From an optimization exercise on the open Yosys and OpenROAD flow, aimed at small area, a short achievable clock period and few clock cycles; shortcuts taken in it are not production practice. RTL that was checked went through simulation tests only; none was proved equivalent to the original. For runs 1 to 3, only the layout was checked, not whether the RTL still works. Power and IR drop assume default switching activity.

--- run.sh ---
#!/bin/bash
# synth_recipe.tcl (not shown) runs the flow's synth.tcl, then flattens the netlist and writes it again
# the make line also repeats each setting of config.mk as NAME=value (left out here)
make -C /OpenROAD-flow-scripts/flow DESIGN_CONFIG=/design/flow/config.mk WORK_HOME=/design/flow/orfs CLKGATE_MAP_FILE= SYNTH_SCRIPT=/design/flow/synth_recipe.tcl finish
--- config.mk ---
export PLATFORM = sky130hd
export DESIGN_NAME = height_map_smoother
export DESIGN_NICKNAME = height_map_smoother
export VERILOG_FILES = /design/flow/design.v
export SDC_FILE = /design/flow/constraint.sdc
export NUM_CORES = 4
export LEC_CHECK = 0
export CAP_MARGIN = 20
export CORE_MARGIN = 2
export CORE_UTILIZATION = 55
export CTS_BUF_LIST = sky130_fd_sc_hd__clkbuf_4 sky130_fd_sc_hd__clkbuf_8
export SLEW_MARGIN = 20
--- constraint.sdc ---
create_clock -name core_clock -period 8.0 [get_ports {clk}]
set_input_delay 1.6000 -clock core_clock [delete_from_list [all_inputs] [get_ports {clk}]]
set_output_delay 1.6000 -clock core_clock [all_outputs]
set_load 0.01 [all_outputs]
--- design.v ---
package hms_pkg;
  localparam int GRID_SIZE  = 16;
  localparam int NCELLS     = GRID_SIZE * GRID_SIZE;
  localparam int ADDR_W     = 8;
  localparam int HEIGHT_W   = 8;
  localparam int COUNT_W    = 8;
  localparam logic [1:0] OP_WRITE  = 2'd0;
  localparam logic [1:0] OP_SMOOTH = 2'd1;
  localparam logic [1:0] OP_READ   = 2'd2;
  localparam logic [HEIGHT_W-1:0] THRESH_RESET = HEIGHT_W'(2);
  localparam int U1_POS = 40;
  localparam int U_LAG  = 22;                  
  localparam int U2_POS = U1_POS + U_LAG;
  localparam int W_POS  = U1_POS + 17;
  localparam int R_POS  = U2_POS - 17;
endpackage
module hms_ram #(
  parameter int DATA_W = 8,
  parameter int DEPTH  = 256,
  parameter int W_POS  = 57,
  parameter int U1_POS = 40,
  parameter int U2_POS = 60
) (
  input  logic                         clk,
  input  logic [DATA_W-1:0]            w_d,    
  input  logic [DATA_W-1:0]            u1_d,   
  input  logic [DATA_W-1:0]            u2_d,   
  output logic [DEPTH-1:0][DATA_W-1:0] q
);
  always_ff @(posedge clk) begin
    for (int k = 0; k < DEPTH; k++) begin
      if (k == W_POS) begin
        q[k] <= w_d;
      end else if (k == U1_POS) begin
        q[k] <= u1_d;
      end else if (k == U2_POS) begin
        q[k] <= u2_d;
      end else begin
        q[k] <= q[(k + DEPTH - 1) % DEPTH];
      end
    end
  end
endmodule
module hms_div18 (
  input  logic [7:0] x,
  output logic [3:0] q,
  output logic [4:0] r
);
  logic [8:0] t;
  always_comb begin
    t = 9'd0;
    unique case (x)
      8'd0: t = {4'd0, 5'd0};
      8'd1: t = {4'd0, 5'd1};
      8'd2: t = {4'd0, 5'd2};
      8'd3: t = {4'd0, 5'd3};
      8'd4: t = {4'd0, 5'd4};
      8'd5: t = {4'd0, 5'd5};
      8'd6: t = {4'd0, 5'd6};
      8'd7: t = {4'd0, 5'd7};
      8'd8: t = {4'd0, 5'd8};
      8'd9: t = {4'd0, 5'd9};
      8'd10: t = {4'd0, 5'd10};
      8'd11: t = {4'd0, 5'd11};
      8'd12: t = {4'd0, 5'd12};
      8'd13: t = {4'd0, 5'd13};
      8'd14: t = {4'd0, 5'd14};
      8'd15: t = {4'd0, 5'd15};
      8'd16: t = {4'd0, 5'd16};
      8'd17: t = {4'd0, 5'd17};
      8'd18: t = {4'd1, 5'd0};
      8'd19: t = {4'd1, 5'd1};
      8'd20: t = {4'd1, 5'd2};
      8'd21: t = {4'd1, 5'd3};
      8'd22: t = {4'd1, 5'd4};
      8'd23: t = {4'd1, 5'd5};
      8'd24: t = {4'd1, 5'd6};
      8'd25: t = {4'd1, 5'd7};
      8'd26: t = {4'd1, 5'd8};
      8'd27: t = {4'd1, 5'd9};
      8'd28: t = {4'd1, 5'd10};
      8'd29: t = {4'd1, 5'd11};
      8'd30: t = {4'd1, 5'd12};
      8'd31: t = {4'd1, 5'd13};
      8'd32: t = {4'd1, 5'd14};
      8'd33: t = {4'd1, 5'd15};
      8'd34: t = {4'd1, 5'd16};
      8'd35: t = {4'd1, 5'd17};
      8'd36: t = {4'd2, 5'd0};
      8'd37: t = {4'd2, 5'd1};
      8'd38: t = {4'd2, 5'd2};
      8'd39: t = {4'd2, 5'd3};
      8'd40: t = {4'd2, 5'd4};
      8'd41: t = {4'd2, 5'd5};
      8'd42: t = {4'd2, 5'd6};
      8'd43: t = {4'd2, 5'd7};
      8'd44: t = {4'd2, 5'd8};
      8'd45: t = {4'd2, 5'd9};
      8'd46: t = {4'd2, 5'd10};
      8'd47: t = {4'd2, 5'd11};
      8'd48: t = {4'd2, 5'd12};
      8'd49: t = {4'd2, 5'd13};
      8'd50: t = {4'd2, 5'd14};
      8'd51: t = {4'd2, 5'd15};
      8'd52: t = {4'd2, 5'd16};
      8'd53: t = {4'd2, 5'd17};
      8'd54: t = {4'd3, 5'd0};
      8'd55: t = {4'd3, 5'd1};
      8'd56: t = {4'd3, 5'd2};
      8'd57: t = {4'd3, 5'd3};
      8'd58: t = {4'd3, 5'd4};
      8'd59: t = {4'd3, 5'd5};
      8'd60: t = {4'd3, 5'd6};
      8'd61: t = {4'd3, 5'd7};
      8'd62: t = {4'd3, 5'd8};
      8'd63: t = {4'd3, 5'd9};
      8'd64: t = {4'd3, 5'd10};
      8'd65: t = {4'd3, 5'd11};
      8'd66: t = {4'd3, 5'd12};
      8'd67: t = {4'd3, 5'd13};
      8'd68: t = {4'd3, 5'd14};
      8'd69: t = {4'd3, 5'd15};
      8'd70: t = {4'd3, 5'd16};
      8'd71: t = {4'd3, 5'd17};
      8'd72: t = {4'd4, 5'd0};
      8'd73: t = {4'd4, 5'd1};
      8'd74: t = {4'd4, 5'd2};
      8'd75: t = {4'd4, 5'd3};
      8'd76: t = {4'd4, 5'd4};
      8'd77: t = {4'd4, 5'd5};
      8'd78: t = {4'd4, 5'd6};
      8'd79: t = {4'd4, 5'd7};
      8'd80: t = {4'd4, 5'd8};
      8'd81: t = {4'd4, 5'd9};
      8'd82: t = {4'd4, 5'd10};
      8'd83: t = {4'd4, 5'd11};
      8'd84: t = {4'd4, 5'd12};
      8'd85: t = {4'd4, 5'd13};
      8'd86: t = {4'd4, 5'd14};
      8'd87: t = {4'd4, 5'd15};
      8'd88: t = {4'd4, 5'd16};
      8'd89: t = {4'd4, 5'd17};
      8'd90: t = {4'd5, 5'd0};
      8'd91: t = {4'd5, 5'd1};
      8'd92: t = {4'd5, 5'd2};
      8'd93: t = {4'd5, 5'd3};
      8'd94: t = {4'd5, 5'd4};
      8'd95: t = {4'd5, 5'd5};
      8'd96: t = {4'd5, 5'd6};
      8'd97: t = {4'd5, 5'd7};
      8'd98: t = {4'd5, 5'd8};
      8'd99: t = {4'd5, 5'd9};
      8'd100: t = {4'd5, 5'd10};
      8'd101: t = {4'd5, 5'd11};
      8'd102: t = {4'd5, 5'd12};
      8'd103: t = {4'd5, 5'd13};
      8'd104: t = {4'd5, 5'd14};
      8'd105: t = {4'd5, 5'd15};
      8'd106: t = {4'd5, 5'd16};
      8'd107: t = {4'd5, 5'd17};
      8'd108: t = {4'd6, 5'd0};
      8'd109: t = {4'd6, 5'd1};
      8'd110: t = {4'd6, 5'd2};
      8'd111: t = {4'd6, 5'd3};
      8'd112: t = {4'd6, 5'd4};
      8'd113: t = {4'd6, 5'd5};
      8'd114: t = {4'd6, 5'd6};
      8'd115: t = {4'd6, 5'd7};
      8'd116: t = {4'd6, 5'd8};
      8'd117: t = {4'd6, 5'd9};
      8'd118: t = {4'd6, 5'd10};
      8'd119: t = {4'd6, 5'd11};
      8'd120: t = {4'd6, 5'd12};
      8'd121: t = {4'd6, 5'd13};
      8'd122: t = {4'd6, 5'd14};
      8'd123: t = {4'd6, 5'd15};
      8'd124: t = {4'd6, 5'd16};
      8'd125: t = {4'd6, 5'd17};
      8'd126: t = {4'd7, 5'd0};
      8'd127: t = {4'd7, 5'd1};
      8'd128: t = {4'd7, 5'd2};
      8'd129: t = {4'd7, 5'd3};
      8'd130: t = {4'd7, 5'd4};
      8'd131: t = {4'd7, 5'd5};
      8'd132: t = {4'd7, 5'd6};
      8'd133: t = {4'd7, 5'd7};
      8'd134: t = {4'd7, 5'd8};
      8'd135: t = {4'd7, 5'd9};
      8'd136: t = {4'd7, 5'd10};
      8'd137: t = {4'd7, 5'd11};
      8'd138: t = {4'd7, 5'd12};
      8'd139: t = {4'd7, 5'd13};
      8'd140: t = {4'd7, 5'd14};
      8'd141: t = {4'd7, 5'd15};
      8'd142: t = {4'd7, 5'd16};
      8'd143: t = {4'd7, 5'd17};
      8'd144: t = {4'd8, 5'd0};
      8'd145: t = {4'd8, 5'd1};
      8'd146: t = {4'd8, 5'd2};
      8'd147: t = {4'd8, 5'd3};
      8'd148: t = {4'd8, 5'd4};
      8'd149: t = {4'd8, 5'd5};
      8'd150: t = {4'd8, 5'd6};
      8'd151: t = {4'd8, 5'd7};
      8'd152: t = {4'd8, 5'd8};
      8'd153: t = {4'd8, 5'd9};
      8'd154: t = {4'd8, 5'd10};
      8'd155: t = {4'd8, 5'd11};
      8'd156: t = {4'd8, 5'd12};
      8'd157: t = {4'd8, 5'd13};
      8'd158: t = {4'd8, 5'd14};
      8'd159: t = {4'd8, 5'd15};
      8'd160: t = {4'd8, 5'd16};
      8'd161: t = {4'd8, 5'd17};
      8'd162: t = {4'd9, 5'd0};
      8'd163: t = {4'd9, 5'd1};
      8'd164: t = {4'd9, 5'd2};
      8'd165: t = {4'd9, 5'd3};
      8'd166: t = {4'd9, 5'd4};
      8'd167: t = {4'd9, 5'd5};
      8'd168: t = {4'd9, 5'd6};
      8'd169: t = {4'd9, 5'd7};
      8'd170: t = {4'd9, 5'd8};
      8'd171: t = {4'd9, 5'd9};
      8'd172: t = {4'd9, 5'd10};
      8'd173: t = {4'd9, 5'd11};
      8'd174: t = {4'd9, 5'd12};
      8'd175: t = {4'd9, 5'd13};
      8'd176: t = {4'd9, 5'd14};
      8'd177: t = {4'd9, 5'd15};
      8'd178: t = {4'd9, 5'd16};
      8'd179: t = {4'd9, 5'd17};
      8'd180: t = {4'd10, 5'd0};
      8'd181: t = {4'd10, 5'd1};
      8'd182: t = {4'd10, 5'd2};
      8'd183: t = {4'd10, 5'd3};
      8'd184: t = {4'd10, 5'd4};
      8'd185: t = {4'd10, 5'd5};
      8'd186: t = {4'd10, 5'd6};
      8'd187: t = {4'd10, 5'd7};
      8'd188: t = {4'd10, 5'd8};
      8'd189: t = {4'd10, 5'd9};
      8'd190: t = {4'd10, 5'd10};
      8'd191: t = {4'd10, 5'd11};
      8'd192: t = {4'd10, 5'd12};
      8'd193: t = {4'd10, 5'd13};
      8'd194: t = {4'd10, 5'd14};
      8'd195: t = {4'd10, 5'd15};
      8'd196: t = {4'd10, 5'd16};
      8'd197: t = {4'd10, 5'd17};
      8'd198: t = {4'd11, 5'd0};
      8'd199: t = {4'd11, 5'd1};
      8'd200: t = {4'd11, 5'd2};
      8'd201: t = {4'd11, 5'd3};
      8'd202: t = {4'd11, 5'd4};
      8'd203: t = {4'd11, 5'd5};
      8'd204: t = {4'd11, 5'd6};
      8'd205: t = {4'd11, 5'd7};
      8'd206: t = {4'd11, 5'd8};
      8'd207: t = {4'd11, 5'd9};
      8'd208: t = {4'd11, 5'd10};
      8'd209: t = {4'd11, 5'd11};
      8'd210: t = {4'd11, 5'd12};
      8'd211: t = {4'd11, 5'd13};
      8'd212: t = {4'd11, 5'd14};
      8'd213: t = {4'd11, 5'd15};
      8'd214: t = {4'd11, 5'd16};
      8'd215: t = {4'd11, 5'd17};
      8'd216: t = {4'd12, 5'd0};
      8'd217: t = {4'd12, 5'd1};
      8'd218: t = {4'd12, 5'd2};
      8'd219: t = {4'd12, 5'd3};
      8'd220: t = {4'd12, 5'd4};
      8'd221: t = {4'd12, 5'd5};
      8'd222: t = {4'd12, 5'd6};
      8'd223: t = {4'd12, 5'd7};
      8'd224: t = {4'd12, 5'd8};
      8'd225: t = {4'd12, 5'd9};
      8'd226: t = {4'd12, 5'd10};
      8'd227: t = {4'd12, 5'd11};
      8'd228: t = {4'd12, 5'd12};
      8'd229: t = {4'd12, 5'd13};
      8'd230: t = {4'd12, 5'd14};
      8'd231: t = {4'd12, 5'd15};
      8'd232: t = {4'd12, 5'd16};
      8'd233: t = {4'd12, 5'd17};
      8'd234: t = {4'd13, 5'd0};
      8'd235: t = {4'd13, 5'd1};
      8'd236: t = {4'd13, 5'd2};
      8'd237: t = {4'd13, 5'd3};
      8'd238: t = {4'd13, 5'd4};
      8'd239: t = {4'd13, 5'd5};
      8'd240: t = {4'd13, 5'd6};
      8'd241: t = {4'd13, 5'd7};
      8'd242: t = {4'd13, 5'd8};
      8'd243: t = {4'd13, 5'd9};
      8'd244: t = {4'd13, 5'd10};
      8'd245: t = {4'd13, 5'd11};
      8'd246: t = {4'd13, 5'd12};
      8'd247: t = {4'd13, 5'd13};
      8'd248: t = {4'd13, 5'd14};
      8'd249: t = {4'd13, 5'd15};
      8'd250: t = {4'd13, 5'd16};
      8'd251: t = {4'd13, 5'd17};
      8'd252: t = {4'd14, 5'd0};
      8'd253: t = {4'd14, 5'd1};
      8'd254: t = {4'd14, 5'd2};
      8'd255: t = {4'd14, 5'd3};
      default: t = 9'd0;
    endcase
  end
  assign q = t[8:5];
  assign r = t[4:0];
endmodule
import hms_pkg::*;
module hms_unit (
  input  logic        clk,
  input  logic        rst,
  input  logic [7:0]  a0, a1, a2, r1,               
  input  logic [7:0]  b0, b1, b2,                   
  input  logic [7:0]  c4,                           
  input  logic [7:0]  c1,                           
  input  logic [7:0]  c,                            
  input  logic [7:0]  x,                            
  input  logic [11:0] th9,                          
  input  logic        go,                           
  input  logic        last,                         
  input  logic        inner,                        
  output logic        act,
  output logic [7:0]  d,                            
  output logic        done,                         
  output logic [7:0]  count
);
  logic [9:0]  su;
  logic [11:0] sl;
  always_ff @(posedge clk) begin
    su <= 10'(a0) + 10'(a1) + 10'(a2) + 10'(r1);
    sl <= (12'(c4) << 3) + 12'd765 - 12'(b0) - 12'(b1) - 12'(b2);
  end
  logic [11:0] f;
  always_ff @(posedge clk) begin
    f <= sl - 12'(su) + 12'd1035;
  end
  logic [7:0]  fq;
  logic [4:0]  f5;
  logic [11:0] f3;
  logic [27:0] fm;
  assign fm = (28'(f) << 12) - (28'(f) << 9) + (28'(f) << 6) - (28'(f) << 3) + 28'(f);
  always_ff @(posedge clk) begin
    fq <= fm[23:16];
    f5 <= f[4:0];
    f3 <= f;
  end
  logic [4:0]  fr, g;
  logic        nz;
  logic [7:0]  vq;
  logic [8:0]  lo, hi;
  logic [13:0] lo_t, hi_t;
  assign fr   = 5'(f5 - (5'(fq) << 4) - (5'(fq) << 1));
  assign nz   = fr != 5'd0;
  assign lo_t = 14'(f3) - 14'(th9) - 14'd1800;
  assign hi_t = 14'(f3) + 14'(th9) - 14'd1791;
  always_ff @(posedge clk) begin
    vq <= 8'(c1 + 8'd100 - fq - 8'(nz));
    g  <= nz ? fr : 5'd18;
    lo <= lo_t[13] ? 9'd0 : (lo_t > 14'd256) ? 9'd256 : lo_t[8:0];
    hi <= hi_t[13] ? 9'd0 : (hi_t > 14'd256) ? 9'd256 : hi_t[8:0];
  end
  logic [3:0] xq;
  logic [4:0] xr;
  logic [7:0] nw0, nw1, nw;
  logic       cy, cond, run, upd;
  hms_div18 u_div (.x (x), .q (xq), .r (xr));
  assign nw0  = vq + 8'(xq);
  assign nw1  = vq + 8'(xq) + 8'd1;
  assign cy   = xr >= g;
  assign nw   = cy ? nw1 : nw0;
  assign cond = ({1'b0, x} < lo) || ({1'b0, x} >= hi);
  assign run  = act || go;
  assign upd  = run && inner && cond;
  assign d    = upd ? nw : c;
  logic       pu, pl, inc;
  logic [7:0] pc, cnt;
  assign inc   = pu && (x != pc);
  assign count = (inc && cnt != 8'hff) ? cnt + 8'd1 : cnt;
  always_ff @(posedge clk) begin
    pc <= c;
    pu <= upd;
    if (rst) begin
      act <= 1'b0;
      pl  <= 1'b0;
    end else begin
      act <= run && !last;
      pl  <= run && last;
    end
    cnt <= go ? 8'd0 : count;
  end
  assign done = pl;
endmodule
module hms_ctrl (
  input  logic        clk,
  input  logic        rst,
  input  logic        s_tvalid,
  output logic        s_tready,
  input  logic [15:0] s_tdata,
  input  logic [1:0]  s_tuser,
  input  logic        cfg_valid,
  input  logic [7:0]  cfg_data,
  output logic        m_tvalid,
  input  logic        m_tready,
  output logic [15:0] m_tdata
);
  localparam int D = NCELLS;
  logic        cfg_v1, cfg_v2;
  logic [7:0]  cfg_d1;
  logic [11:0] th9;
  always_ff @(posedge clk) begin
    cfg_d1 <= cfg_data;
    if (rst) begin
      cfg_v1 <= 1'b0;
      cfg_v2 <= 1'b0;
      th9    <= 12'(9 * THRESH_RESET);
    end else begin
      cfg_v1 <= cfg_valid;
      cfg_v2 <= cfg_v1;
      if (cfg_v1) th9 <= (12'(cfg_d1) << 3) + 12'(cfg_d1);
    end
  end
  logic [D-1:0][7:0] q;
  logic [7:0]        w_d, u1_d, u2_d;
  hms_ram #(
    .DATA_W (8),
    .DEPTH  (D),
    .W_POS  (W_POS),
    .U1_POS (U1_POS),
    .U2_POS (U2_POS)
  ) u_ram (
    .clk  (clk),
    .w_d  (w_d),
    .u1_d (u1_d),
    .u2_d (u2_d),
    .q    (q)
  );
  logic [7:0] cw, cr, cw_n;
  logic       labeled, relabel;
  logic        c0v, c1v;
  logic [17:0] c0, c1;        
  logic        disp, acc;
  logic [1:0]  np;
  logic [17:0] cin;
  assign acc = s_tvalid && s_tready;
  assign cin = {s_tuser, s_tdata};
  assign np  = 2'(c0v) + 2'(c1v) - 2'(disp);
  always_ff @(posedge clk) begin
    c0 <= (np == 2'd0) ? cin : (disp ? c1 : c0);
    if (np == 2'd1) c1 <= cin;
    if (rst) begin
      c0v      <= 1'b0;
      c1v      <= 1'b0;
      s_tready <= 1'b1;
    end else begin
      c0v      <= (np != 2'd0) || acc;
      c1v      <= (np == 2'd2) || (np == 2'd1 && acc);
      s_tready <= !((np == 2'd2) || (np == 2'd1 && acc));
    end
  end
  logic [1:0] op;
  logic [7:0] addr, wval;
  assign op   = c0[17:16];
  assign wval = c0[15:8];
  assign addr = {c0[3:0], c0[7:4]};    
  logic        a1, a2, done1, done2, go1, go2;
  logic [7:0]  cnt1, cnt2;
  logic        busy, res_ok, cfg_hold;
  logic        first1, last1, inner1, first2, last2, inner2;
  logic [7:0]  cell1_n, cell2_n;
  assign cell1_n = 8'(cw_n - 8'(U1_POS - W_POS));
  assign cell2_n = 8'(cw_n - 8'(U2_POS - W_POS));
  always_ff @(posedge clk) begin
    first1 <= cell1_n == 8'd17;
    last1  <= cell1_n == 8'd238;
    inner1 <= cell1_n[3:0] != 4'd0 && cell1_n[3:0] != 4'd15;
    first2 <= cell2_n == 8'd17;
    last2  <= cell2_n == 8'd238;
    inner2 <= cell2_n[3:0] != 4'd0 && cell2_n[3:0] != 4'd15;
  end
  assign cfg_hold = cfg_v1 || cfg_v2;
  assign busy = a1 || a2 || done1 || done2;
  assign go1  = c0v && op == OP_SMOOTH && !busy && first1 && res_ok && !cfg_hold;
  assign go2  = c0v && op == OP_SMOOTH && a1 && !a2 && first2 && res_ok && !cfg_hold;
  hms_unit u_unit1 (
    .clk (clk), .rst (rst),
    .a0 (q[U1_POS+12]), .a1 (q[U1_POS+11]), .a2 (q[U1_POS+10]), .r1 (q[U1_POS-6]),
    .b0 (q[U1_POS-20]), .b1 (q[U1_POS-21]), .b2 (q[U1_POS-22]),
    .c4 (q[U1_POS-5]), .c1 (q[U1_POS-2]), .c (q[U1_POS-1]), .x (q[U1_POS]),
    .th9 (th9),
    .go (go1), .last (last1), .inner (inner1),
    .act (a1), .d (u1_d), .done (done1), .count (cnt1)
  );
  hms_unit u_unit2 (
    .clk (clk), .rst (rst),
    .a0 (q[U2_POS+12]), .a1 (q[U2_POS+11]), .a2 (q[U2_POS+10]), .r1 (q[U2_POS-6]),
    .b0 (q[U2_POS-20]), .b1 (q[U2_POS-21]), .b2 (q[U2_POS-22]),
    .c4 (q[U2_POS-5]), .c1 (q[U2_POS-2]), .c (q[U2_POS-1]), .x (q[U2_POS]),
    .th9 (th9),
    .go (go2), .last (last2), .inner (inner2),
    .act (a2), .d (u2_d), .done (done2), .count (cnt2)
  );
  logic match_w, match_r, do_w, do_r;
  assign match_w = addr == cw;
  assign match_r = addr == cr;
  assign do_w    = c0v && op == OP_WRITE && !busy && (match_w || !labeled);
  assign do_r    = c0v && op == OP_READ && !busy && match_r && res_ok;
  assign disp    = do_w || do_r || go1 || go2 || (c0v && op == 2'd3);
  assign relabel = do_w && !labeled;
  assign w_d  = do_w ? wval : q[W_POS-1];
  assign cw_n = relabel ? addr + 8'd1 : cw + 8'd1;
  always_ff @(posedge clk) begin
    cw <= cw_n;
    cr <= relabel ? 8'(addr + 8'd1 - 8'(R_POS - W_POS + 1)) : cr + 8'd1;
    if (rst) begin
      labeled <= 1'b0;
    end else if (do_w) begin
      labeled <= 1'b1;
    end
  end
  logic [8:0] o0, o1;         
  logic       o0v, o1v;
  logic       rc0, rc1;       
  logic       pop, push, rsv;
  logic [8:0] pin;
  logic [1:0] on;
  assign res_ok = !rc1;
  assign pop    = o0v && m_tready;
  assign push   = do_r || done1 || done2;
  assign rsv    = do_r || go1 || go2;
  assign pin    = do_r ? {1'b0, q[R_POS]} : {1'b1, done1 ? cnt1 : cnt2};
  assign on     = 2'(o0v) + 2'(o1v) - 2'(pop);
  always_ff @(posedge clk) begin
    o0 <= (on == 2'd0) ? pin : (pop ? o1 : o0);
    if (on == 2'd1) o1 <= pin;
    if (rst) begin
      o0v <= 1'b0;
      o1v <= 1'b0;
      rc0 <= 1'b0;
      rc1 <= 1'b0;
    end else begin
      o0v <= (on != 2'd0) || push;
      o1v <= (on == 2'd2) || (on == 2'd1 && push);
      if (rsv && !pop) begin
        rc1 <= rc0;
        rc0 <= 1'b1;
      end else if (pop && !rsv) begin
        rc0 <= rc1;
        rc1 <= 1'b0;
      end
    end
  end
  assign m_tvalid = o0v;
  assign m_tdata  = o0[8] ? {o0[7:0], 8'd0} : {8'd0, o0[7:0]};
endmodule
import hms_pkg::*;
module height_map_smoother (
  input  logic        clk,
  input  logic        rst,
  input  logic        s_tvalid,
  output logic        s_tready,
  input  logic [15:0] s_tdata,    
  input  logic [1:0]  s_tuser,    
  output logic        m_tvalid,
  input  logic        m_tready,
  output logic [15:0] m_tdata,    
  input  logic        cfg_valid,
  output logic        cfg_ready,
  input  logic [7:0]  cfg_data
);
  assign cfg_ready = 1'b1;
  hms_ctrl u_ctrl (
    .clk       (clk),
    .rst       (rst),
    .s_tvalid  (s_tvalid),
    .s_tready  (s_tready),
    .s_tdata   (s_tdata),
    .s_tuser   (s_tuser),
    .cfg_valid (cfg_valid),
    .cfg_data  (cfg_data),
    .m_tvalid  (m_tvalid),
    .m_tready  (m_tready),
    .m_tdata   (m_tdata)
  );
endmodule
==> results of run 1 <==
state kept, by name, indices dropped and copies added, names as in the netlist, 12 cells and up:
name / flops
u_ctrl.u_unit2.f: 12
u_ctrl.u_ram.q: 2048
u_ctrl.c1: 18
u_ctrl.c0: 18
u_ctrl.u_unit2.sl: 12
u_ctrl.u_unit1.sl: 12
u_ctrl.u_unit1.f: 12
u_ctrl.th9: 12
through the flow:
| step | cells | total power [mW] | hold WS, ns |
|---|---|---|---|
| 2_1_floorplan | 4875 | 17.4 | 0.310 |
| 3_3_place_gp | 6494 | 18.6 | 0.310 |
| 3_5_place_dp | 6494 | 18.7 | 0.312 |
| 4_1_cts | 7120 | 29.2 | 0.253 |
| 5_1_grt | 7123 | 30.5 | 0.256 |
| 6_report | 7128 | 28.8 | 0.259 |
cell type report:
| type | count | share of cell area |
|---|---|---|
| Timing Repair Buffer | 61 | 0.00748 |
| Clock buffer | 572 | 0.0940 |
| Clock inverter | 54 | 0.00823 |
| Sequential cell | 2378 | 0.623 |
| Inverter | 436 | 0.0213 |
| Tap cell | 1625 | 0.0263 |
| Antenna cell | 8 | 0.000259 |
| Multi-Input combinational cell | 1994 | 0.219 |
power groups by stage:
stage / Clock [mW] / Sequential [mW] / Combinational (mW)
after floorplan: 0 / 13.1 / 4.33
after global placement: 0 / 13.3 / 5.29
after detailed placement: 0 / 13.3 / 5.33
after CTS: 10.7 / 13.1 / 5.37
after global routing: 11.3 / 13.1 / 6.11
final: 10.4 / 13.1 / 5.36
worst register-to-register path: stages (launching register included):
cell       delay (ns)
dfxtp_1          0.38
inv_1            0.14
ha_1             0.28
nand2b_1         0.15
a2111oi_2        0.35
or3_1            0.17
nand2_1          0.13
o21ai_4          0.35
inv_2            0.23
mux2_2           0.43
inv_1            0.20
ha_1             0.35
inv_1            0.14
a211oi_1         0.40
o31a_1           0.21
mux2i_1          0.07
a221oi_1         0.31
a31o_1           0.13
routing by layer:
metal | GRT usage | share of wire | vias to the layer above
met5 | 0 | 0 | -
met3 | 0.0401 | 0.044 | 243
met2 | 0.266 | 0.43 | 596
li1 | - | - | 16900
met4 | 0.0854 | 0.036 | 0
met1 | 0.253 | 0.49 | 15600
logic make-up after synthesis:
family / Yosys count / share of synthesized area
AOI/OAI and AO/OA: 615 / 0.0635
xor gates and xnor gates: 221 / 0.0295
buffers and inverters: 503 / 0.0298
other: 1 / 0.0000559
muxes: 84 / 0.0138
DFF: 2378 / 0.718
and+or+nand+nor: 601 / 0.0460
adders and majority gates: 472 / 0.0995
placed cells by master, fill, tap and decap left out, types with 50 or more instances in the layout:
cell type	n
mux2_2	50
xnor2_1	164
nor3_1	53
xor2_1	53
fa_1	103
nand2_1	117
clkbuf_4	97
dfxtp_1	2324
a21oi_1	163
clkbuf_8	475
ha_1	367
inv_1	426
o21ai_0	87
edfxtp_1	54
nand3_1	62
nor2_1	149
worst paths after layout:
kind,start,endpoint,depth (start not counted)
worst max-delay path,u_ctrl.u_ram.q[320],u_ctrl.u_unit1.u_div.t[2],17
worst min-delay path,u_ctrl.u_ram.q[1865],u_ctrl.u_ram.q[1873],0
worst max register to register,u_ctrl.u_ram.q[320],u_ctrl.u_unit1.u_div.t[2],17
worst min register to register,u_ctrl.u_ram.q[1865],u_ctrl.u_ram.q[1873],0
==> run summary, run 1 <==
status=finished clean; Rows=128; FF+latch area=48100 um2; Flop pwr share=0.453; number of DRC markers in iteration 0=1730; worst skew pair latency=0.97 ns; dpl ws=3.56 ns; cells along the critical path=inv_1, ha_1, nand2b_1, a2111oi_2, or3_1, nand2_1, o21ai_4, inv_2, mux2_2, inv_1, ha_1, inv_1, a211oi_1, o31a_1, mux2i_1, a221oi_1, a31o_1; Syn-to-layout area delta=15.2%; share of layout cells above drive strength 1=0.138; CTS tree=done; maximum fanout along the worst path=15; DIE AREA=125000 um2; register bit total from synthesis=2378; Pwr Density=373 nW/um2; vias per cell=4.67; reg2reg setup slack=3.51 ns; CP max stage cell=mux2_2; Worst-Margin Slew=1.03 ns; Yosys top cell area share=0.694; Antenna Violating Nets Remaining=0; Gate power share=0.186; Detailed Routing Iterations Pass 1=6; Synth Area per Inst=13.8 um2; EDFF count, synth=54; clk sinks=2378; P_sw=7.72 mW; total gr overflow=0; total of max-cap violations=0; Die H=353 um; Crit Path Category=flip-flop to flip-flop; CTS buffer count=361; final net count=5733; setup TNS=0 ns; syn nets=5376; residual DRC count=0; htree depth=5; most frequent cell after synthesis=dfxtp_1; Switching Share=0.268; Final Cell Area=77300 um2; Cell Int Power=21.1 mW; Worst VDD drop=0.000222 V; Worst Path Required=8.86 ns; Multi-input gate area=16900 um2; worst-case clock buffer depth=4; final slew viol count=0; routed vias=33300; main flop type after synthesis=dfxtp_1; setup bufs post-CTS=0; die width=353 um; CTS hold repair buffers=0; Final Hold Vio Count=0; Slew HR=0.309; DP Area=69300 um2; CP startpoint kind=flip-flop; Layout fillers=9242; cell family with most CP delay=compound AO/OA/AOI/OAI gates; clock share of power=0.361; number of gates resized after cts=0; Synth area leader=dfxtp_1; Total GRT Usage=0.180; setup ws final=3.51 ns; RSZ-0062 raised after global routing=false; final period utilization=0.562; gp weighted congestion=0.842; Netlist cell types=115; worst hold path type=flip-flop to flip-flop; Post-synth ARST share=0; f_max=223 MHz; worst clock skew=0.0757 ns; final wirelength=110 mm; routed len/inst=15.5 um; setup violators final=0; Mapped Area=67100 um2; Layout Utilization=0.636; first-pass GRT wire length=178 mm; largest cells by area after synthesis=dfxtp_1, ha_1, fa_1; crit end category=flip-flop; initial antenna violation count=7; CP most frequent cell=inv_1; Clock transition at path regs=0.06 ns; Tmin final=4.49 ns; yosys warns=4; post-synthesis sequential area ratio=0.718; Lkg Pwr=32.4 nW; Arrival @ worst endpoint=5.35 ns; CP peak stage delay=0.42 ns; top cells by count, synth=dfxtp_1, inv_1, ha_1; vias in the first global route=34000; Ports=50; Initial Utilization=0.552; Critical path buffers and inverters=4; Root Buffer=clkbuf_8; dpl hpwl=73.3 mm; maximum number of pins on one net before global-route repair=41; Core Box Area=121000 um2; cells after synthesis=4875; count of buffers from port buffering=48
==> run 2, diff against run 1 <==
--- a/config.mk
+++ b/config.mk
@@ -11,2 +11,3 @@
 export CTS_BUF_LIST = sky130_fd_sc_hd__clkbuf_4 sky130_fd_sc_hd__clkbuf_8
+export SETUP_SLACK_MARGIN = 4
 export SLEW_MARGIN = 20
==> run summary, run 2 <==
Antenna Violating Nets Remaining=0 (unchanged); routed vias=33400 (was 33300); yosys warns=4 (unchanged); Total GRT Usage=0.180 (about the same); top cells by count, synth=dfxtp_1, inv_1, ha_1 (unchanged); routed len/inst=15.5 um (about the same); Post-synth ARST share=0 (unchanged); maximum number of pins on one net before global-route repair=41 (unchanged); final slew viol count=0 (unchanged); setup violators final=0 (unchanged); Critical path buffers and inverters=2 (was 4); Arrival @ worst endpoint=4.72 ns (was 5.35 ns); DIE AREA=125000 um2 (unchanged); Largest register FFs=2048 (unchanged); Yosys top cell area share=0.694 (unchanged); first-pass GRT wire length=178 mm (about the same); worst clock skew=0.0758 ns (was 0.0757 ns); total gr overflow=0 (unchanged); die width=353 um (unchanged); clk sinks=2378 (unchanged); maximum fanout along the worst path=15 (unchanged); gp weighted congestion=0.842 (unchanged); Crit Path Category=flip-flop to flip-flop (unchanged); worst hold path type=flip-flop to flip-flop (unchanged); register bit total from synthesis=2378 (unchanged); Lkg Pwr=32.4 nW (about the same); Syn-to-layout area delta=15.6% (was 15.2%); final wirelength=111 mm (was 110 mm); worst-case clock buffer depth=4 (unchanged); vias in the first global route=34000 (about the same); Die H=353 um (unchanged); DP Area=69300 um2 (unchanged); CP peak stage delay=0.43 ns (was 0.42 ns); worst skew pair latency=0.97 ns (about the same); Worst Path Required=8.81 ns (was 8.86 ns); CTS tree=done (unchanged); main flop type after synthesis=dfxtp_1 (unchanged); EDFF count, synth=54 (unchanged); RSZ-0062 raised after global routing=true (was false); Mapped Area=67100 um2 (unchanged); count of buffers from port buffering=48 (unchanged); Detailed Routing Iterations Pass 1=5 (was 6); f_max=256 MHz (was 223 MHz); largest cells by area after synthesis=dfxtp_1, ha_1, fa_1 (unchanged); Final Hold Vio Count=0 (unchanged); Pwr Density=373 nW/um2 (about the same); cell family with most CP delay=compound AO/OA/AOI/OAI gates (unchanged); cells along the critical path=inv_1, ha_1, nand2b_1, a2111oi_2, or3_1, nand2_1, o21ai_4, inv_2, mux2_4, ha_1, mux2_2, a311oi_1, a221oi_1, a31o_1 (was inv_1, ha_1, nand2b_1, a2111oi_2, or3_1, nand2_1, o21ai_4, inv_2, mux2_2, inv_1, ha_1, inv_1, a211oi_1, o31a_1, mux2i_1, a221oi_1, a31o_1); most frequent cells in the layout=dfxtp_1, clkbuf_8, inv_1 (unchanged); Final Cell Area=77500 um2 (was 77300 um2); setup TNS=0 ns (unchanged); vias per cell=4.68 (was 4.67); Core Box Area=121000 um2 (unchanged); Slew HR=0.317 (was 0.309); syn nets=5376 (unchanged); Layout Utilization=0.639 (was 0.636); Initial Utilization=0.552 (unchanged); Clock transition at path regs=0.06 ns (about the same); total design power=29.0 mW (was 28.8 mW); final net count=5740 (was 5733); Worst VDD drop=0.000222 V (about the same); final period utilization=0.489 (was 0.562); Root Buffer=clkbuf_8 (unchanged); CP startpoint kind=flip-flop (unchanged); most frequent cell after synthesis=dfxtp_1 (unchanged); post-synthesis sequential area ratio=0.718 (unchanged); initial antenna violation count=7 (unchanged); cells after synthesis=4875 (unchanged); CP max stage cell=ha_1 (was mux2_2); CP most frequent cell=ha_1 (was inv_1); Tmin final=3.91 ns (was 4.49 ns); Top Registers=u_ctrl.u_ram.q (2048), u_ctrl.c0 (18), u_ctrl.c1 (18) (unchanged); commonest non-fill, non-tap cell in the layout=dfxtp_1 (unchanged); total of max-cap violations=0 (unchanged); dpl hpwl=73.3 mm (unchanged); Synth area leader=dfxtp_1 (unchanged); status=finished clean (unchanged); number of DRC markers in iteration 0=1752 (was 1730); Synth Area per Inst=13.8 um2 (unchanged); Rows=128 (unchanged); htree depth=5 (unchanged); Netlist cell types=115 (unchanged); Worst-Margin Slew=1.02 ns (was 1.03 ns); residual DRC count=0 (unchanged); CTS buffer count=361 (unchanged); crit end category=flip-flop (unchanged); Ports=50 (unchanged); CTS hold repair buffers=0 (unchanged); Reg with most FFs=u_ctrl.u_ram.q (unchanged); share of layout cells above drive strength 1=0.145 (was 0.138)
[run 2: cell count changes in the layout (fill, tap and decap cells not counted), sizes merged]
cell,before,now
clkinvlp,10,11
diode,8,9
buf,13,20
inv,438,437
[run 2: kinds of logic (layout without fill, tap and decap cells)]
kind of cell,after synthesis,in the layout,share of synthesized area
AO/OA/AOI/OAI,615,615,0.0635
XOR/XNOR,221,221,0.0295
adder cells (fa/ha/maj),472,472,0.0995
buffers and inverters,503,1130,0.0298
flip-flops,2378,2378,0.718
multiplexers,84,84,0.0138
other,1,10,0.0000559
AND/OR/NAND/NOR,601,601,0.0460
[run 2: stage by stage]
stage                     cells  hold slack, ns  setup WS, ns
after floorplan            4875           0.310          4.15
after global placement     6494           0.310          3.63
after detailed placement   6494           0.312          3.56
after CTS                  7122           0.253          3.90
after global routing       7130           0.256          3.86
final                      7136           0.260          4.09
[run 2: cell type report]
class | instances | area [um2]
flip-flops and latches | 2378 | 48200
fillers | 9231 | 43900
well taps | 1625 | 2030
repair buffers | 68 | 647
clock inverters | 54 | 636
multi-input cells | 1994 | 17100
diodes | 9 | 22.5
clock buffers | 572 | 7270
inverters | 436 | 1650
[run 2: final timing paths]
path,start,to,slack (ns),depth (start not counted)
worst min register to register,u_ctrl.u_ram.q[1865],u_ctrl.u_ram.q[1873],0.26,0
worst max register to register,u_ctrl.u_ram.q[320],u_ctrl.u_unit1.u_div.t[2],4.09,14
worst min-delay path,u_ctrl.u_ram.q[1865],u_ctrl.u_ram.q[1873],0.26,0
worst max-delay path,u_ctrl.u_ram.q[320],u_ctrl.u_unit1.u_div.t[2],4.09,14
[run 2: power breakdown]
group | total (mW) | leakage (nW) | internal (mW) | switching (mW)
Sequential | 13.1 | 19.2 | 12.6 | 0.471
Clock | 10.4 | 4.17 | 6.16 | 4.25
Combinational | 5.47 | 9.01 | 2.41 | 3.06
[run 2: metal layers]
| metal | vias to the layer above | GRT usage | wire length (um) |
|---|---|---|---|
| li1 | 16900 | - | - |
| met1 | 15600 | 0.253 | 54700 |
| met2 | 590 | 0.267 | 47500 |
| met3 | 245 | 0.0401 | 4540 |
| met4 | 0 | 0.0842 | 3930 |
| met5 | - | 0 | 0 |
[run 2: repair_timing]
action	CTS	global route
setup buffers	2	5
endpoints found under the setup margin	26	48
gates cloned	0	0
pin swaps	1	3
gates resized for setup	6	44
==> run 3, diff against run 2 <==
--- a/config.mk
+++ b/config.mk
@@ -10,3 +10,5 @@
 export CORE_UTILIZATION = 55
-export CTS_BUF_LIST = sky130_fd_sc_hd__clkbuf_4 sky130_fd_sc_hd__clkbuf_8
+export CTS_BUF_LIST = sky130_fd_sc_hd__clkbuf_16
+export CTS_CLUSTER_DIAMETER = 100
+export CTS_CLUSTER_SIZE = 30
 export SETUP_SLACK_MARGIN = 4
==> run summary, run 3 <==
Initial Utilization=0.552 (unchanged); main flop type after synthesis=dfxtp_1 (unchanged); worst hold path type=flip-flop to flip-flop (unchanged); most frequent cells in the layout=dfxtp_1, inv_1, ha_1 (was dfxtp_1, clkbuf_8, inv_1); Pwr Density=333 nW/um2 (was 373 nW/um2); Yosys top cell area share=0.694 (unchanged); Antenna Violating Nets Remaining=0 (unchanged); post-synthesis sequential area ratio=0.718 (unchanged); most frequent cell after synthesis=dfxtp_1 (unchanged); worst-case clock buffer depth=3 (was 4); routed vias=31400 (was 33400); Detailed Routing Iterations Pass 1=5 (unchanged); htree depth=3 (was 5); number of DRC markers in iteration 0=1787 (was 1752); Top Registers=u_ctrl.u_ram.q (2048), u_ctrl.c0 (18), u_ctrl.c1 (18) (unchanged); Worst VDD drop=0.000286 V (was 0.000222 V); f_max=262 MHz (was 256 MHz); setup violators final=0 (unchanged); worst skew pair latency=0.72 ns (was 0.97 ns); initial antenna violation count=6 (was 7); clk sinks=2378 (unchanged); total gr overflow=0 (unchanged); setup TNS=0 ns (unchanged); final wirelength=105 mm (was 111 mm); CTS buffer count=91 (was 361); reg2reg setup slack=4.18 ns (was 4.09 ns); first-pass GRT wire length=167 mm (was 178 mm); die width=353 um (unchanged); Worst-Margin Slew=1.04 ns (was 1.02 ns); CTS tree=done (unchanged); R2R depth=12 (was 14); total of max-cap violations=0 (unchanged); Root Buffer=clkbuf_16 (was clkbuf_8); Clock transition at path regs=0.10 ns (was 0.06 ns); dpl ws=3.56 ns (unchanged); Critical R2R Launch=u_ctrl.u_unit2.u_div.t[5] (was u_ctrl.u_ram.q[320]); CP startpoint kind=flip-flop (unchanged); largest cells by area after synthesis=dfxtp_1, ha_1, fa_1 (unchanged); crit path from=u_ctrl.u_unit2.u_div.t[5] (was u_ctrl.u_ram.q[320]); Synth Area per Inst=13.8 um2 (unchanged); Synth area leader=dfxtp_1 (unchanged); DIE AREA=125000 um2 (unchanged); top cells by count, synth=dfxtp_1, inv_1, ha_1 (unchanged); count of buffers from port buffering=48 (unchanged); routed len/inst=15.9 um (was 15.5 um); Rows=128 (unchanged); status=finished clean (unchanged); vias in the first global route=30900 (was 34000); share of layout cells above drive strength 1=0.0559 (was 0.145); final period utilization=0.477 (was 0.489); vias per cell=4.74 (was 4.68); commonest non-fill, non-tap cell in the layout=dfxtp_1 (unchanged); Core Box Area=121000 um2 (unchanged); FF-to-FF End=u_ctrl.u_unit2.u_div.t[1] (was u_ctrl.u_unit1.u_div.t[2]); yosys warns=4 (unchanged); Ports=50 (unchanged); Arrival @ worst endpoint=4.43 ns (was 4.72 ns); Worst Path Required=8.61 ns (was 8.81 ns); Crit Path Category=flip-flop to flip-flop (unchanged); Mapped Area=67100 um2 (unchanged); Post-synth ARST share=0 (unchanged); cells after synthesis=4875 (unchanged); worst clock skew=0.0419 ns (was 0.0758 ns); residual DRC count=0 (unchanged); Largest register FFs=2048 (unchanged); register bit total from synthesis=2378 (unchanged); crit end category=flip-flop (unchanged); RSZ-0062 raised after global routing=true (unchanged); EDFF count, synth=54 (unchanged); Slew HR=0.298 (was 0.317); Tmin final=3.82 ns (was 3.91 ns); Worst setup endpoint=u_ctrl.u_unit2.u_div.t[1] (was u_ctrl.u_unit1.u_div.t[2]); Die H=353 um (unchanged); dpl hpwl=73.3 mm (unchanged); final net count=5469 (was 5740); Reg with most FFs=u_ctrl.u_ram.q (unchanged); Lkg Pwr=29.5 nW (was 32.4 nW); maximum number of pins on one net before global-route repair=41 (unchanged); setup ws final=4.18 ns (was 4.09 ns); final slew viol count=0 (unchanged); Final Hold Vio Count=0 (unchanged); Total GRT Usage=0.169 (was 0.180); maximum fanout along the worst path=17 (was 15); Syn-to-layout area delta=7.64% (was 15.6%); gp weighted congestion=0.842 (unchanged); Netlist cell types=115 (unchanged); syn nets=5376 (unchanged)
run 3: area by class of cell:
type                            count  area [um2]
Fill cell                        9699       49200
Sequential cell                  2378       48200
Multi-Input combinational cell   1994       17100
Clock buffer                       92        2300
Tap cell                         1625        2030
Inverter                          436        1650
Timing Repair Buffer               67         636
Clock inverter                     26         302
Antenna cell                        4        10.0
run 3: where the power goes:
part | leakage, nW | total [mW] | internal, mW | switching, mW
Clock | 1.29 | 5.54 | 2.17 | 3.36
Sequential | 19.2 | 13.1 | 12.6 | 0.469
Combinational | 8.99 | 5.45 | 2.41 | 3.04
run 3: cells by family (layout without fill, tap and decap cells):
logic type	count (synthesis)	in the layout	synth area share
buffers and inverters	503	621	0.0298
AOI/OAI and AO/OA	615	615	0.0635
and+or+nand+nor	601	601	0.0460
adders and majority gates	472	472	0.0995
xor gates and xnor gates	221	221	0.0295
DFF	2378	2378	0.718
muxes	84	84	0.0138
other	1	5	0.0000559
run 3: critical path: stages (launching register included):
cell and delay [ns]:
dfxtp_1 0.33, ha_1 0.21, fa_1 0.63, ha_1 0.24, nand2_1 0.09, nor3_2 0.14, a21oi_1 0.09, a2111oi_1 0.51
a31o_2 0.51, xnor2_1 0.17, a2111oi_0 0.50, a221oi_1 0.10, o21a_1 0.19
run 3: through the flow:
step	util	std cells	total power [mW]	hold slack, ns	instance area [um2]
final	0.595	6622	24.0	0.295	72200
after global routing	0.595	6618	25.5	0.311	72200
after CTS	0.593	6613	24.2	0.292	72000
after detailed placement	0.571	6494	18.7	0.312	69300
after global placement	0.571	6494	18.6	0.310	69300
after floorplan	-	4875	17.4	0.310	67100
run 3: what timing repair did:
action | in CTS | in global routing
buffers inserted | 1 | 5
resized for setup | 8 | 39
pin swaps | 1 | 2
cloned | 0 | 0
endpoints found under the setup margin | 10 | 54
hold buffers | 0 | 0
run 3: how the worst min path moves through the flow:
stage | from | end | slack [ns] | cells after the start
2_1_floorplan | u_ctrl.u_ram.q[2040] | u_ctrl.u_ram.q[0] | 0.31 | 0
3_3_place_gp | u_ctrl.u_ram.q[1425] | u_ctrl.u_ram.q[1433] | 0.31 | 0
3_5_place_dp | u_ctrl.u_ram.q[1042] | u_ctrl.u_ram.q[1050] | 0.31 | 0
4_1_cts | u_ctrl.u_ram.q[264] | u_ctrl.u_ram.q[272] | 0.29 | 0
5_1_grt | u_ctrl.u_ram.q[518] | u_ctrl.u_ram.q[526] | 0.31 | 0
6_report | u_ctrl.u_ram.q[546] | u_ctrl.u_ram.q[554] | 0.30 | 0
run 3: per-layer routing:
layer  wire [um]  GRT usage
met1       54100      0.253
met5           0          0
met3        3760     0.0258
met2       44200      0.255
met4        3250     0.0506
==> run 4, diff against run 3 <==
--- a/design.v
+++ b/design.v
@@ -318,9 +318,8 @@
   input  logic        rst,
-  input  logic [7:0]  a0, a1, a2, r1,               
-  input  logic [7:0]  b0, b1, b2,                   
-  input  logic [7:0]  c4,                           
-  input  logic [7:0]  c1,                           
+  input  logic [7:0]  n0, n1, n2, n3, n4, n5, n6,   
+  input  logic [7:0]  c4, c3, c2,                   
   input  logic [7:0]  c,                            
   input  logic [7:0]  x,                            
-  input  logic [11:0] th9,                          
+  input  logic [11:0] th9n,                         
+  input  logic [11:0] th9p,                         
   input  logic        go,                           
@@ -333,36 +332,32 @@
 );
-  logic [9:0]  su;
-  logic [11:0] sl;
+  logic [10:0] n7;
   always_ff @(posedge clk) begin
-    su <= 10'(a0) + 10'(a1) + 10'(a2) + 10'(r1);
-    sl <= (12'(c4) << 3) + 12'd765 - 12'(b0) - 12'(b1) - 12'(b2);
+    n7 <= 11'(n0) + 11'(n1) + 11'(n2) + 11'(n3) + 11'(n4) + 11'(n5) + 11'(n6);
   end
-  logic [11:0] f;
+  logic [11:0] t;
   always_ff @(posedge clk) begin
-    f <= sl - 12'(su) + 12'd1035;
+    t <= 12'(n7) + 12'(c4) + (c4[0] ? 12'd9 : 12'd0);
   end
-  logic [7:0]  fq;
-  logic [4:0]  f5;
-  logic [11:0] f3;
-  logic [27:0] fm;
-  assign fm = (28'(f) << 12) - (28'(f) << 9) + (28'(f) << 6) - (28'(f) << 3) + 28'(f);
+  logic [6:0]  tq;
+  logic [4:0]  t5;
+  logic [12:0] e;
+  logic [21:0] tm;
+  assign tm = (22'(t) << 9) - (22'(t) << 6) + (22'(t) << 3) - 22'(t) + 22'd256;
   always_ff @(posedge clk) begin
-    fq <= fm[23:16];
-    f5 <= f[4:0];
-    f3 <= f;
+    tq <= tm[19:13];
+    t5 <= t[4:0];
+    e  <= 13'd4096 + (13'(c3) << 3) + 13'(c3) + (c3[0] ? 13'd9 : 13'd0) - 13'(t);
   end
-  logic [4:0]  fr, g;
-  logic        nz;
   logic [7:0]  vq;
+  logic [4:0]  g, vr;
   logic [8:0]  lo, hi;
-  logic [13:0] lo_t, hi_t;
-  assign fr   = 5'(f5 - (5'(fq) << 4) - (5'(fq) << 1));
-  assign nz   = fr != 5'd0;
-  assign lo_t = 14'(f3) - 14'(th9) - 14'd1800;
-  assign hi_t = 14'(f3) + 14'(th9) - 14'd1791;
+  logic [13:0] lo_u, hi_u;           
+  assign vr   = 5'(t5 - (5'(tq) << 4) - (5'(tq) << 1));
+  assign lo_u = 14'(e) + 14'(th9n);
+  assign hi_u = 14'(e) + 14'd2304 + 14'(th9p);
   always_ff @(posedge clk) begin
-    vq <= 8'(c1 + 8'd100 - fq - 8'(nz));
-    g  <= nz ? fr : 5'd18;
-    lo <= lo_t[13] ? 9'd0 : (lo_t > 14'd256) ? 9'd256 : lo_t[8:0];
-    hi <= hi_t[13] ? 9'd0 : (hi_t > 14'd256) ? 9'd256 : hi_t[8:0];
+    vq <= 8'(c2[7:1]) + 8'(tq);
+    g  <= 5'd18 - vr;
+    lo <= (lo_u < 14'd6400) ? 9'd0 : (lo_u > 14'd6656) ? 9'd256 : 9'(lo_u - 14'd6400);
+    hi <= (hi_u < 14'd6400) ? 9'd0 : (hi_u > 14'd6656) ? 9'd256 : 9'(hi_u - 14'd6400);
   end
@@ -406,4 +401,4 @@
   input  logic [1:0]  s_tuser,
+  input  logic [7:0]  threshold,
   input  logic        cfg_valid,
-  input  logic [7:0]  cfg_data,
   output logic        m_tvalid,
@@ -413,17 +408,2 @@
   localparam int D = NCELLS;
-  logic        cfg_v1, cfg_v2;
-  logic [7:0]  cfg_d1;
-  logic [11:0] th9;
-  always_ff @(posedge clk) begin
-    cfg_d1 <= cfg_data;
-    if (rst) begin
-      cfg_v1 <= 1'b0;
-      cfg_v2 <= 1'b0;
-      th9    <= 12'(9 * THRESH_RESET);
-    end else begin
-      cfg_v1 <= cfg_valid;
-      cfg_v2 <= cfg_v1;
-      if (cfg_v1) th9 <= (12'(cfg_d1) << 3) + 12'(cfg_d1);
-    end
-  end
   logic [D-1:0][7:0] q;
@@ -443,7 +423,8 @@
   );
-  logic [7:0] cw, cr, cw_n;
-  logic       labeled, relabel;
+  logic [7:0] cw, cr;
+  logic       labeled;
   logic        c0v, c1v;
   logic [17:0] c0, c1;        
-  logic        disp, acc;
+  logic        disp;
+  logic        acc;
   logic [1:0]  np;
@@ -473,25 +454,30 @@
   logic [7:0]  cnt1, cnt2;
-  logic        busy, res_ok, cfg_hold;
+  logic        busy, res_ok;
   logic        first1, last1, inner1, first2, last2, inner2;
-  logic [7:0]  cell1_n, cell2_n;
-  assign cell1_n = 8'(cw_n - 8'(U1_POS - W_POS));
-  assign cell2_n = 8'(cw_n - 8'(U2_POS - W_POS));
+  logic [7:0]  cell1, cell2;
+  assign cell1  = 8'(cw - 8'(U1_POS - W_POS));
+  assign cell2  = 8'(cw - 8'(U2_POS - W_POS));
+  assign first1 = cell1 == 8'd17;
+  assign last1  = cell1 == 8'd238;
+  assign inner1 = cell1[3:0] != 4'd0 && cell1[3:0] != 4'd15;
+  assign first2 = cell2 == 8'd17;
+  assign last2  = cell2 == 8'd238;
+  assign inner2 = cell2[3:0] != 4'd0 && cell2[3:0] != 4'd15;
+  logic [11:0] th9n, th9p;
+  logic        cfg_d1, cfg_d2;
   always_ff @(posedge clk) begin
-    first1 <= cell1_n == 8'd17;
-    last1  <= cell1_n == 8'd238;
-    inner1 <= cell1_n[3:0] != 4'd0 && cell1_n[3:0] != 4'd15;
-    first2 <= cell2_n == 8'd17;
-    last2  <= cell2_n == 8'd238;
-    inner2 <= cell2_n[3:0] != 4'd0 && cell2_n[3:0] != 4'd15;
+    th9n   <= 12'd2304 - (12'(threshold) << 3) - 12'(threshold);
+    th9p   <= (12'(threshold) << 3) + 12'(threshold) + 12'd9;
+    cfg_d1 <= cfg_valid;
+    cfg_d2 <= cfg_d1;
   end
-  assign cfg_hold = cfg_v1 || cfg_v2;
   assign busy = a1 || a2 || done1 || done2;
-  assign go1  = c0v && op == OP_SMOOTH && !busy && first1 && res_ok && !cfg_hold;
-  assign go2  = c0v && op == OP_SMOOTH && a1 && !a2 && first2 && res_ok && !cfg_hold;
+  assign go1  = c0v && op == OP_SMOOTH && !busy && first1 && res_ok && !cfg_d1 && !cfg_d2;
+  assign go2  = c0v && op == OP_SMOOTH && a1 && !a2 && first2 && res_ok && !cfg_d1 && !cfg_d2;
   hms_unit u_unit1 (
     .clk (clk), .rst (rst),
-    .a0 (q[U1_POS+12]), .a1 (q[U1_POS+11]), .a2 (q[U1_POS+10]), .r1 (q[U1_POS-6]),
-    .b0 (q[U1_POS-20]), .b1 (q[U1_POS-21]), .b2 (q[U1_POS-22]),
-    .c4 (q[U1_POS-5]), .c1 (q[U1_POS-2]), .c (q[U1_POS-1]), .x (q[U1_POS]),
-    .th9 (th9),
+    .n0 (q[U1_POS+12]), .n1 (q[U1_POS+11]), .n2 (q[U1_POS+10]), .n3 (q[U1_POS-6]),
+    .n4 (q[U1_POS-20]), .n5 (q[U1_POS-21]), .n6 (q[U1_POS-22]),
+    .c4 (q[U1_POS-4]), .c3 (q[U1_POS-3]), .c2 (q[U1_POS-2]), .c (q[U1_POS-1]), .x (q[U1_POS]),
+    .th9n (th9n), .th9p (th9p),
     .go (go1), .last (last1), .inner (inner1),
@@ -501,6 +487,6 @@
     .clk (clk), .rst (rst),
-    .a0 (q[U2_POS+12]), .a1 (q[U2_POS+11]), .a2 (q[U2_POS+10]), .r1 (q[U2_POS-6]),
-    .b0 (q[U2_POS-20]), .b1 (q[U2_POS-21]), .b2 (q[U2_POS-22]),
-    .c4 (q[U2_POS-5]), .c1 (q[U2_POS-2]), .c (q[U2_POS-1]), .x (q[U2_POS]),
-    .th9 (th9),
+    .n0 (q[U2_POS+12]), .n1 (q[U2_POS+11]), .n2 (q[U2_POS+10]), .n3 (q[U2_POS-6]),
+    .n4 (q[U2_POS-20]), .n5 (q[U2_POS-21]), .n6 (q[U2_POS-22]),
+    .c4 (q[U2_POS-4]), .c3 (q[U2_POS-3]), .c2 (q[U2_POS-2]), .c (q[U2_POS-1]), .x (q[U2_POS]),
+    .th9n (th9n), .th9p (th9p),
     .go (go2), .last (last2), .inner (inner2),
@@ -511,11 +497,14 @@
   assign match_r = addr == cr;
-  assign do_w    = c0v && op == OP_WRITE && !busy && (match_w || !labeled);
-  assign do_r    = c0v && op == OP_READ && !busy && match_r && res_ok;
-  assign disp    = do_w || do_r || go1 || go2 || (c0v && op == 2'd3);
-  assign relabel = do_w && !labeled;
-  assign w_d  = do_w ? wval : q[W_POS-1];
-  assign cw_n = relabel ? addr + 8'd1 : cw + 8'd1;
+  assign do_w = c0v && op == OP_WRITE && !busy && (match_w || !labeled);
+  assign do_r = c0v && op == OP_READ && !busy && match_r && res_ok;
+  assign disp = do_w || do_r || go1 || go2 || (c0v && op == 2'd3);
+  assign w_d = do_w ? wval : q[W_POS-1];
   always_ff @(posedge clk) begin
-    cw <= cw_n;
-    cr <= relabel ? 8'(addr + 8'd1 - 8'(R_POS - W_POS + 1)) : cr + 8'd1;
+    if (do_w && !labeled) begin
+      cw <= addr + 8'd1;
+      cr <= 8'(addr + 8'd1 - 8'(R_POS - W_POS + 1));
+    end else begin
+      cw <= cw + 8'd1;
+      cr <= cr + 8'd1;
+    end
     if (rst) begin
@@ -526,17 +515,17 @@
   end
-  logic [8:0] o0, o1;         
-  logic       o0v, o1v;
-  logic       rc0, rc1;       
-  logic       pop, push, rsv;
+  logic [8:0] o0, o1, o2;     
+  logic       o0v, o1v, o2v;
+  logic [1:0] rc;
+  logic       pop, push;
   logic [8:0] pin;
   logic [1:0] on;
-  assign res_ok = !rc1;
+  assign res_ok = rc != 2'd3;
   assign pop    = o0v && m_tready;
   assign push   = do_r || done1 || done2;
-  assign rsv    = do_r || go1 || go2;
   assign pin    = do_r ? {1'b0, q[R_POS]} : {1'b1, done1 ? cnt1 : cnt2};
-  assign on     = 2'(o0v) + 2'(o1v) - 2'(pop);
+  assign on     = 2'(o0v) + 2'(o1v) + 2'(o2v) - 2'(pop);
   always_ff @(posedge clk) begin
-    o0 <= (on == 2'd0) ? pin : (pop ? o1 : o0);
-    if (on == 2'd1) o1 <= pin;
+    o0 <= (push && on == 2'd0) ? pin : (pop ? o1 : o0);
+    o1 <= (push && on == 2'd1) ? pin : (pop ? o2 : o1);
+    if (push && on == 2'd2) o2 <= pin;
     if (rst) begin
@@ -544,14 +533,9 @@
       o1v <= 1'b0;
-      rc0 <= 1'b0;
-      rc1 <= 1'b0;
+      o2v <= 1'b0;
+      rc  <= 2'd0;
     end else begin
       o0v <= (on != 2'd0) || push;
-      o1v <= (on == 2'd2) || (on == 2'd1 && push);
-      if (rsv && !pop) begin
-        rc1 <= rc0;
-        rc0 <= 1'b1;
-      end else if (pop && !rsv) begin
-        rc0 <= rc1;
-        rc1 <= 1'b0;
-      end
+      o1v <= (on >= 2'd2) || (on == 2'd1 && push);
+      o2v <= (on == 2'd3) || (on == 2'd2 && push);
+      rc  <= rc + 2'((do_r || go1 || go2) ? 1 : 0) - 2'(pop);
     end
@@ -576,3 +560,11 @@
 );
+  logic [HEIGHT_W-1:0] threshold;
   assign cfg_ready = 1'b1;
+  always_ff @(posedge clk) begin
+    if (rst) begin
+      threshold <= THRESH_RESET;
+    end else if (cfg_valid) begin
+      threshold <= cfg_data;
+    end
+  end
   hms_ctrl u_ctrl (
@@ -584,4 +576,4 @@
     .s_tuser   (s_tuser),
+    .threshold (threshold),
     .cfg_valid (cfg_valid),
-    .cfg_data  (cfg_data),
     .m_tvalid  (m_tvalid),
--- a/config.mk
+++ b/config.mk
@@ -9,7 +9,3 @@
 export CORE_MARGIN = 2
-export CORE_UTILIZATION = 55
-export CTS_BUF_LIST = sky130_fd_sc_hd__clkbuf_16
-export CTS_CLUSTER_DIAMETER = 100
-export CTS_CLUSTER_SIZE = 30
-export SETUP_SLACK_MARGIN = 4
+export CORE_UTILIZATION = 40
 export SLEW_MARGIN = 20
==> run summary, run 4 <==
clock share of power=0.382 (was 0.230); Arrival @ worst endpoint=6.25 ns (was 4.43 ns); hold_sp=u_ctrl.u_ram.q[894] (was u_ctrl.u_ram.q[546]); Synth area leader=dfxtp_1 (unchanged); most frequent cell after synthesis=dfxtp_1 (unchanged); Layout Utilization=0.469 (was 0.595); hold depth=0 (unchanged); number of gates resized after cts=0 (was 8); Netlist cell types=98 (was 115); maximum number of pins on one net before global-route repair=32 (was 41); Synth Area per Inst=13.8 um2 (about the same); final net count=5652 (was 5469); final slew viol count=0 (unchanged); Gate power share=0.165 (was 0.227); top cells by count, synth=dfxtp_1, inv_1, ha_1 (unchanged); CTS tree=done (unchanged); yosys warns=5 (was 4); worst-case clock buffer depth=3 (unchanged); Worst Path Required=8.75 ns (was 8.61 ns); Reg with most FFs=u_ctrl.u_ram.q (unchanged); EDFF count, synth=63 (was 54); die width=414 um (was 353 um); vias per cell=4.36 (was 4.74); maximum fanout along the worst path=26 (was 17); count of buffers from port buffering=48 (unchanged); Cell Int Power=21.4 mW (was 17.2 mW); RSZ-0062 raised after global routing=false (was true); total gr overflow=0 (unchanged); DIE AREA=172000 um2 (was 125000 um2); Total GRT Usage=0.136 (was 0.169); vias in the first global route=33600 (was 30900); R2R depth=17 (was 12); Switching Share=0.264 (was 0.286); most frequent cells in the layout=dfxtp_1, inv_1, ha_1 (unchanged); syn nets=5442 (was 5376); Post-synth ARST share=0 (unchanged); clk sinks=2379 (was 2378); residual DRC count=0 (unchanged); setup TNS=0 ns (unchanged); Clock transition at path regs=0.07 ns (was 0.10 ns); final wirelength=115 mm (was 105 mm); routed vias=32700 (was 31400); register bit total from synthesis=2379 (was 2378); first-pass GRT wire length=186 mm (was 167 mm); crit end category=flip-flop (unchanged); Detailed Routing Iterations Pass 1=7 (was 5); Top Registers=u_ctrl.u_ram.q (2048), u_ctrl.c0 (18), u_ctrl.c1 (18) (unchanged); Yosys top cell area share=0.689 (was 0.694); worst hold path type=flip-flop to flip-flop (unchanged); total of max-cap violations=0 (unchanged); share of layout cells above drive strength 1=0.0893 (was 0.0559); Pwr Density=370 nW/um2 (was 333 nW/um2); Slew HR=0.320 (was 0.298); post-synthesis sequential area ratio=0.717 (was 0.718); crit path from=u_ctrl.cw[0] (was u_ctrl.u_unit2.u_div.t[5]); Root Buffer=clkbuf_16 (unchanged); main flop type after synthesis=dfxtp_1 (unchanged); cells after synthesis=4897 (was 4875); Antenna Violating Nets Remaining=0 (unchanged); CP startpoint kind=flip-flop (unchanged); setup bufs post-CTS=0 (was 1); Post-Layout Cell Count=7505 (was 6622); Tmin final=5.50 ns (was 3.82 ns); Initial Utilization=0.403 (was 0.552); Largest register FFs=2048 (unchanged); setup violators final=0 (unchanged); worst skew pair latency=0.87 ns (was 0.72 ns); Syn-to-layout area delta=16.5% (was 7.64%); Final Hold Vio Count=0 (unchanged); Worst-Margin Slew=1.02 ns (was 1.04 ns); gp weighted congestion=0.820 (was 0.842); CTS hold repair buffers=0 (unchanged); Worst VDD drop=0.000342 V (was 0.000286 V); routed len/inst=15.3 um (was 15.9 um); worst clock skew=0.0943 ns (was 0.0419 ns); final period utilization=0.688 (was 0.477); number of DRC markers in iteration 0=1457 (was 1787); Ports=50 (unchanged); f_max=182 MHz (was 262 MHz); status=finished clean (unchanged); Crit Path Category=flip-flop to flip-flop (unchanged); largest cells by area after synthesis=dfxtp_1, ha_1, fa_1 (unchanged); P_sw=7.66 mW (was 6.88 mW); Mapped Area=67300 um2 (was 67100 um2); dpl hpwl=76.9 mm (was 73.3 mm); Flop pwr share=0.453 (was 0.543); CTS buffer count=215 (was 91); Lkg Pwr=32.8 nW (was 29.5 nW); Core Box Area=167000 um2 (was 121000 um2); Die H=414 um (was 353 um); initial antenna violation count=5 (was 6); cell count after placement=7094 (was 6494); Critical R2R Launch=u_ctrl.cw[0] (was u_ctrl.u_unit2.u_div.t[5]); commonest non-fill, non-tap cell in the layout=dfxtp_1 (unchanged); htree depth=4 (was 3); Rows=150 (was 128)
==> run 4: cell count changes in the layout (fill, tap and decap cells not counted), sizes merged, moves of 13 or more <==
cell	delta
ha	+26
nor2	+31
or3	-13
xor2	+23
a21oi	+27
clkbuf	+193
bufinv	+36
fa	+18
nor3	-16
nand2b	-16
nand2	-18
nand3	-15
clkinv	+62
==> run 4: path summary, 6_finish.rpt <==
check / slack, ns / end
min: 0.25 / u_ctrl.u_ram.q[902]
min reg2reg: 0.25 / u_ctrl.u_ram.q[902]
max reg2reg: 2.50 / u_ctrl.u_unit1.u_div.t[3]
max: 2.50 / u_ctrl.u_unit1.u_div.t[3]
==> run 4: layer usage <==
metal | vias up | GRT usage | share of wire
met2 | 464 | 0.206 | 0.43
li1 | 16500 | - | -
met3 | 213 | 0.0253 | 0.037
met4 | 0 | 0.0453 | 0.025
met5 | - | 0 | 0
met1 | 15500 | 0.195 | 0.51
==> run 4: cell families after synthesis <==
logic type | count (synthesis) | share of synthesized area
fa+ha+maj | 514 | 0.109
flops | 2379 | 0.717
buf+inv | 503 | 0.0292
mux | 78 | 0.0129
simple gates | 570 | 0.0426
xor+xnor | 244 | 0.0318
other cells | 1 | 0.0000557
compound gates | 608 | 0.0578
==> run 4: metrics by stage <==
step | instance area [um2] | setup slack, ns | hold slack, ns | total power [mW]
6_report | 78500 | 2.50 | 0.247 | 29.0
2_1_floorplan | 67300 | 3.62 | 0.310 | 16.9
3_3_place_gp | 70400 | 2.52 | 0.310 | 18.1
5_1_grt | 78500 | 2.05 | 0.246 | 30.6
4_1_cts | 78400 | 2.53 | 0.238 | 29.4
3_5_place_dp | 70400 | 2.51 | 0.312 | 18.2
==> run 4: power groups by stage <==
stage / logic, mW / clock network, mW / registers, mW
finish: 4.78 / 11.1 / 13.2
CTS: 4.82 / 11.4 / 13.2
global route: 5.49 / 11.9 / 13.2
detailed placement: 4.77 / 0 / 13.4
floorplan: 3.80 / 0 / 13.1
global placement: 4.72 / 0 / 13.4
==> run 4: worst max-delay path, stage by stage, from the launching register on <==
cell and delay, ns:
dfxtp_1 0.57, ha_1 0.44, and3_4 0.28, nand4_1 0.10, o311ai_1 0.26, o21a_1 0.55
o221a_1 0.35, buf_4 0.35, mux2_2 0.48, inv_1 0.17, ha_1 0.36, and3_1 0.23
a21oi_1 0.11, o32ai_1 0.09, a2111oi_1 0.71, a31oi_1 0.10, o221ai_1 0.20, a21oi_1 0.06
==> run 4: cell type report <==
cell class	count	area, um2
Fill cell	14600	88700
Sequential cell	2379	48300
Multi-Input combinational cell	2015	17200
Clock buffer	285	6060
Tap cell	2204	2760
Clock inverter	124	2000
Inverter	434	1640
Timing Repair Buffer	62	586
Antenna cell	2	5.00
Testbench counts of run 4, summed over its fixed seeds: cycles 6,072.

-- port drivers added, routing unchanged --
The flow's constraints put no driver on any port. The routed layouts listed below were extracted and timed again, unchanged, in two steps. Step 1 sets driving cells, clkbuf_16 on the clock port and buf_2 on the other inputs (assumed; they add their load-dependent delay and slew). Step 2 moves the port delays by t, midway between the first and last clock arrival at a register: inputs arrive t later, outputs are due t later. That takes back most of the time a late clock gives input paths. Three values: no drivers, after step 1, after step 2; two values: the first two.
run	t (ns)	setup WS [ns]	worst register clock-pin slew, ns	cell pins on the clock port's net
run 1	0.995	3.508 / 3.508 / 3.508	0.07 / 0.07	1
run 2	0.995	4.090 / 4.090 / 4.090	0.07 / 0.07	1
run 3	0.760	4.181 / 4.181 / 4.126	0.11 / 0.11	1
run 4	0.895	2.498 / 2.498 / 2.498	0.07 / 0.07	1
After both steps every run listed still meets setup and hold. For run 3, which loses most, drivers alone change the setup slack by 0.000 ns; drivers and shift together by -0.055 ns.
